Background: an optimization exercise with open tools, aiming at small area, a short achievable clock period and few clock cycles. Do not read the settings as production practice. In this exercise RTL edits were held to simulation tests only and were not proved equivalent to the original. No activity file was given, so power comes from the tool's default toggle rates.

== build 52 ==
==> flow/design.v (excerpt) <==
module depth_rainbow_colormap_unit
#(
    parameter int DEPTH_BITS = 24
) (
    input  logic                 i_clk,
    input  logic                 i_rst_n,
    input  logic                 i_depth_valid,
    output logic                 o_depth_ready,
    input  logic [DEPTH_BITS-1:0] i_depth,
    output logic                 o_pixel_valid,
    input  logic                 i_pixel_ready,
    output logic [7:0]           o_blue,
    output logic [7:0]           o_green,
    output logic [7:0]           o_red,
    input  logic                 i_cfg_we,
    input  logic [drcm_pkg::CFG_IDX_W-1:0] i_cfg_idx,
    input  logic [drcm_pkg::DIST_W-1:0]    i_cfg_data
);
clock: 6.0 ns
lec_check: 0
abc_area: 1
cap_margin: 20
core_margin: 2
core_utilization: 60
cts_buf_list: sky130_fd_sc_hd__clkbuf_8
cts_cluster_diameter: 60
cts_cluster_size: 12
setup_slack_margin: 3.3
slew_margin: 20
synth_memory_max_bits: 16384
tns_end_percent: 5
buffer_ports_args: -buffer_cell sky130_fd_sc_hd__buf_2
standard.sh (not shown) runs the stock make flow with config.mk's settings and CLKGATE_MAP_FILE= SYNTH_SCRIPT=/design/flow/synth_recipe.tcl, a recipe that flattens the netlist after the stock synthesis.
==> flow/flow/run.sh <==
#!/bin/bash
set -euo pipefail
echo 'export BUFFER_PORTS_ARGS = -buffer_cell sky130_fd_sc_hd__buf_2' >> config.mk
bash standard.sh > standard.log 2>&1
Testbench counts of build 52, summed over its fixed seeds: cycles 16,088.
Inputs modified between build 52 and build 16:
- SETUP_SLACK_MARGIN now 2.9, was 3.3
- TNS_END_PERCENT no longer set, was 5
- CTS_CLUSTER_SIZE now 30, was 12
- CTS_BUF_LIST no longer set, was sky130_fd_sc_hd__clkbuf_8
- CTS_CLUSTER_DIAMETER now 120, was 60
==> run summary <==
Build 16 and build 52 ended up with nearly the same placed cell area. Compared with build 52, build 16 shows a lower area occupied by multi-input gates. Of build 16 and build 52, build 16 shows the lower routed length on met3, with build 52 above it. Utilization after layout was lower in the run labelled build 16. Between build 16 and build 52, power density normalized to cell area is higher for build 52, build 16 comes in under that. Compared build 52 against build 16; critical path's largest stage delay within noise. Re final RePlAce weighted congestion: no difference whatsoever between build 52 and build 16. Compare build 16 and build 52 | via count lower: build 16. Going from build 52 to build 16, worst setup slack now sits lower, share of final layout cell area taken by non-clock buffers now sits lower. Relative to build 52, the final cell area reported for build 16 is lower.
Edits applied to the flow inputs when going from build 16 to build 25:
- a change of CTS_CLUSTER_SIZE from 30 to 20
- an added TNS_END_PERCENT of 5
- a change of SETUP_SLACK_MARGIN from 2.9 to 3.3
- an added GPL_TIMING_DRIVEN of 0
- a change of CTS_CLUSTER_DIAMETER from 120 to 100
## What came out
- Diff build 25..build 16 | synthesized area | unchanged
- The run with more routed wire is build 25, not build 16.
- Delta (build 25 minus build 16): multi-input gate area in the final layout now sits higher, sequential share of layout area now sits lower.
- Of build 16 and build 25, the higher final total power belongs to build 25.
- Worst hold slack after final layout: build 25 < build 16
diff inputs: build 25 => build 95
- removing GPL_TIMING_DRIVEN (formerly 0)
==> comparison <==
Per the final summary, build 95 finished and its layout is clean on timing, DRC and antenna. Via count: build 95 and build 25 compared, lower one is build 95. Area of the multi-input gates for build 95 is higher than for build 25. For the global-route usage, build 95 came in 2.6 points lower than build 25 did. Build 95 vs. build 25: sequential cell area share went up by 0.35 points, post-detailed-routing wire length decreased about 7%, final design instance area without fill fell by 180 um2. On power drawn by the clock network, build 95 tracks build 25 almost exactly.

* * *

depth_rainbow_colormap_unit again, from the RTL that the note above started with.
==> flow/config.mk <==
export PLATFORM = sky130hd
export DESIGN_NAME = depth_rainbow_colormap_unit
export DESIGN_NICKNAME = depth_rainbow_colormap_unit
export VERILOG_FILES = /design/flow/design.v
export SDC_FILE = /design/flow/constraint.sdc
export NUM_CORES = 4
export LEC_CHECK = 0
export ABC_AREA = 1
export CAP_MARGIN = 20
export CORE_MARGIN = 2
export CORE_UTILIZATION = 60
export CTS_BUF_LIST = sky130_fd_sc_hd__clkbuf_4
export SETUP_SLACK_MARGIN = 2.9
export SLEW_MARGIN = 20
export SYNTH_MEMORY_MAX_BITS = 16384
export BUFFER_PORTS_ARGS = -buffer_cell sky130_fd_sc_hd__buf_2
==> flow/constraint.sdc <==
create_clock -name core_clock -period 6.0 [get_ports {i_clk}]
set_input_delay 1.2000 -clock core_clock [delete_from_list [all_inputs] [get_ports {i_clk}]]
set_output_delay 1.2000 -clock core_clock [all_outputs]
set_load 0.01 [all_outputs]
Scripts as last shown in full above: flow/flow/run.sh
The starting point ran to the end with no violations.
Testbench counts at the start, summed over its fixed seeds: cycles 16,088.
Next try:
==> flow/flow/run.sh (replaced) <==
#!/bin/bash
set -euo pipefail
echo 'export BUFFER_PORTS_ARGS = -buffer_cell sky130_fd_sc_hd__buf_1' >> config.mk
bash standard.sh > standard.log 2>&1
- BUFFER_PORTS_ARGS: -buffer_cell sky130_fd_sc_hd__buf_2 -> -buffer_cell sky130_fd_sc_hd__buf_1
- CTS_BUF_LIST: sky130_fd_sc_hd__clkbuf_4 -> default
- CTS_CLUSTER_DIAMETER: default -> 100
- CTS_CLUSTER_SIZE: default -> 20
- SETUP_SLACK_MARGIN: 2.9 -> 3.3
=> The new run finished clean. Routed wire length falls slightly. Clock skew went down by 0.021 ns. Sequential power stays flat. First-iteration DRC count fell by about a fifth. Fmax rises by a few percent.
Next try:
==> flow/run.sh (new file) <==
#!/bin/bash
# synth_recipe.tcl (not shown) runs the flow's synth.tcl, then flattens the netlist and writes it again
# the make line also repeats each setting of config.mk as NAME=value (left out here)
make -C /OpenROAD-flow-scripts/flow DESIGN_CONFIG=/design/flow/config.mk WORK_HOME=/design/flow/orfs CLKGATE_MAP_FILE= SYNTH_SCRIPT=/design/flow/synth_recipe.tcl finish
- BUFFER_PORTS_ARGS: -buffer_cell sky130_fd_sc_hd__buf_1 -> default
- CTS_CLUSTER_DIAMETER: 100 -> default
- CTS_CLUSTER_SIZE: 20 -> default
- SETUP_SLACK_MARGIN: 3.3 -> 2.9
removed: flow/flow/run.sh
removed: flow/standard.sh
Outcome: Utilization increases by 1.8 points; worst hold slack degrades by 0.0094 ns; power increases by about 7%.

[what the ideal ports hide]
No port has a modelled driver above. Below, the same layouts with a new extraction and two added sets of constraints. Step 1 (the two cells are an assumption about what drives the block):
set clk [get_ports {i_clk}]
set_driving_cell -lib_cell sky130_fd_sc_hd__clkbuf_16 $clk
set_driving_cell -lib_cell sky130_fd_sc_hd__buf_2 [delete_from_list [all_inputs] $clk]
Step 2 adds t to the input delays and takes it off the output delays; t is the mean of the earliest and latest rising clock arrival at the registers after step 1. Input paths then give back, and output paths get back, about the clock's delay inside the block. Slacks: ideal / step 1 / step 2; pairs: ideal / step 1.
run | t (ns) | slack for setup (ns) | worst hold slack (ns) | worst register clock-pin slew, ns
build 52 | 0.665 | 3.140 / 3.110 / 2.590 | 0.416 / 0.416 / 0.416 | 0.09 / 0.09
build 16 | 0.566 | 2.928 / 2.910 / 2.619 | 0.423 / 0.423 / 0.423 | 0.12 / 0.12
build 25 | 0.580 | 2.962 / 2.929 / 2.577 | 0.420 / 0.420 / 0.420 | 0.10 / 0.10
build 95 | 0.579 | 3.137 / 3.106 / 2.659 | 0.419 / 0.419 / 0.419 | 0.09 / 0.09
the first run of note 2 | 0.821 | 2.932 / 2.914 / 2.595 | 0.399 / 0.399 / 0.399 | 0.07 / 0.07
the second run of note 2 | 0.584 | 3.105 / 3.074 / 2.833 | 0.420 / 0.420 / 0.420 | 0.09 / 0.09
the third run of note 2 | 0.603 | 2.921 / 2.905 / 2.455 | 0.411 / 0.411 / 0.411 | 0.07 / 0.07
After both steps every run listed still meets setup and hold. For build 52, which loses most, drivers alone change the setup slack by -0.030 ns; drivers and shift together by -0.550 ns.
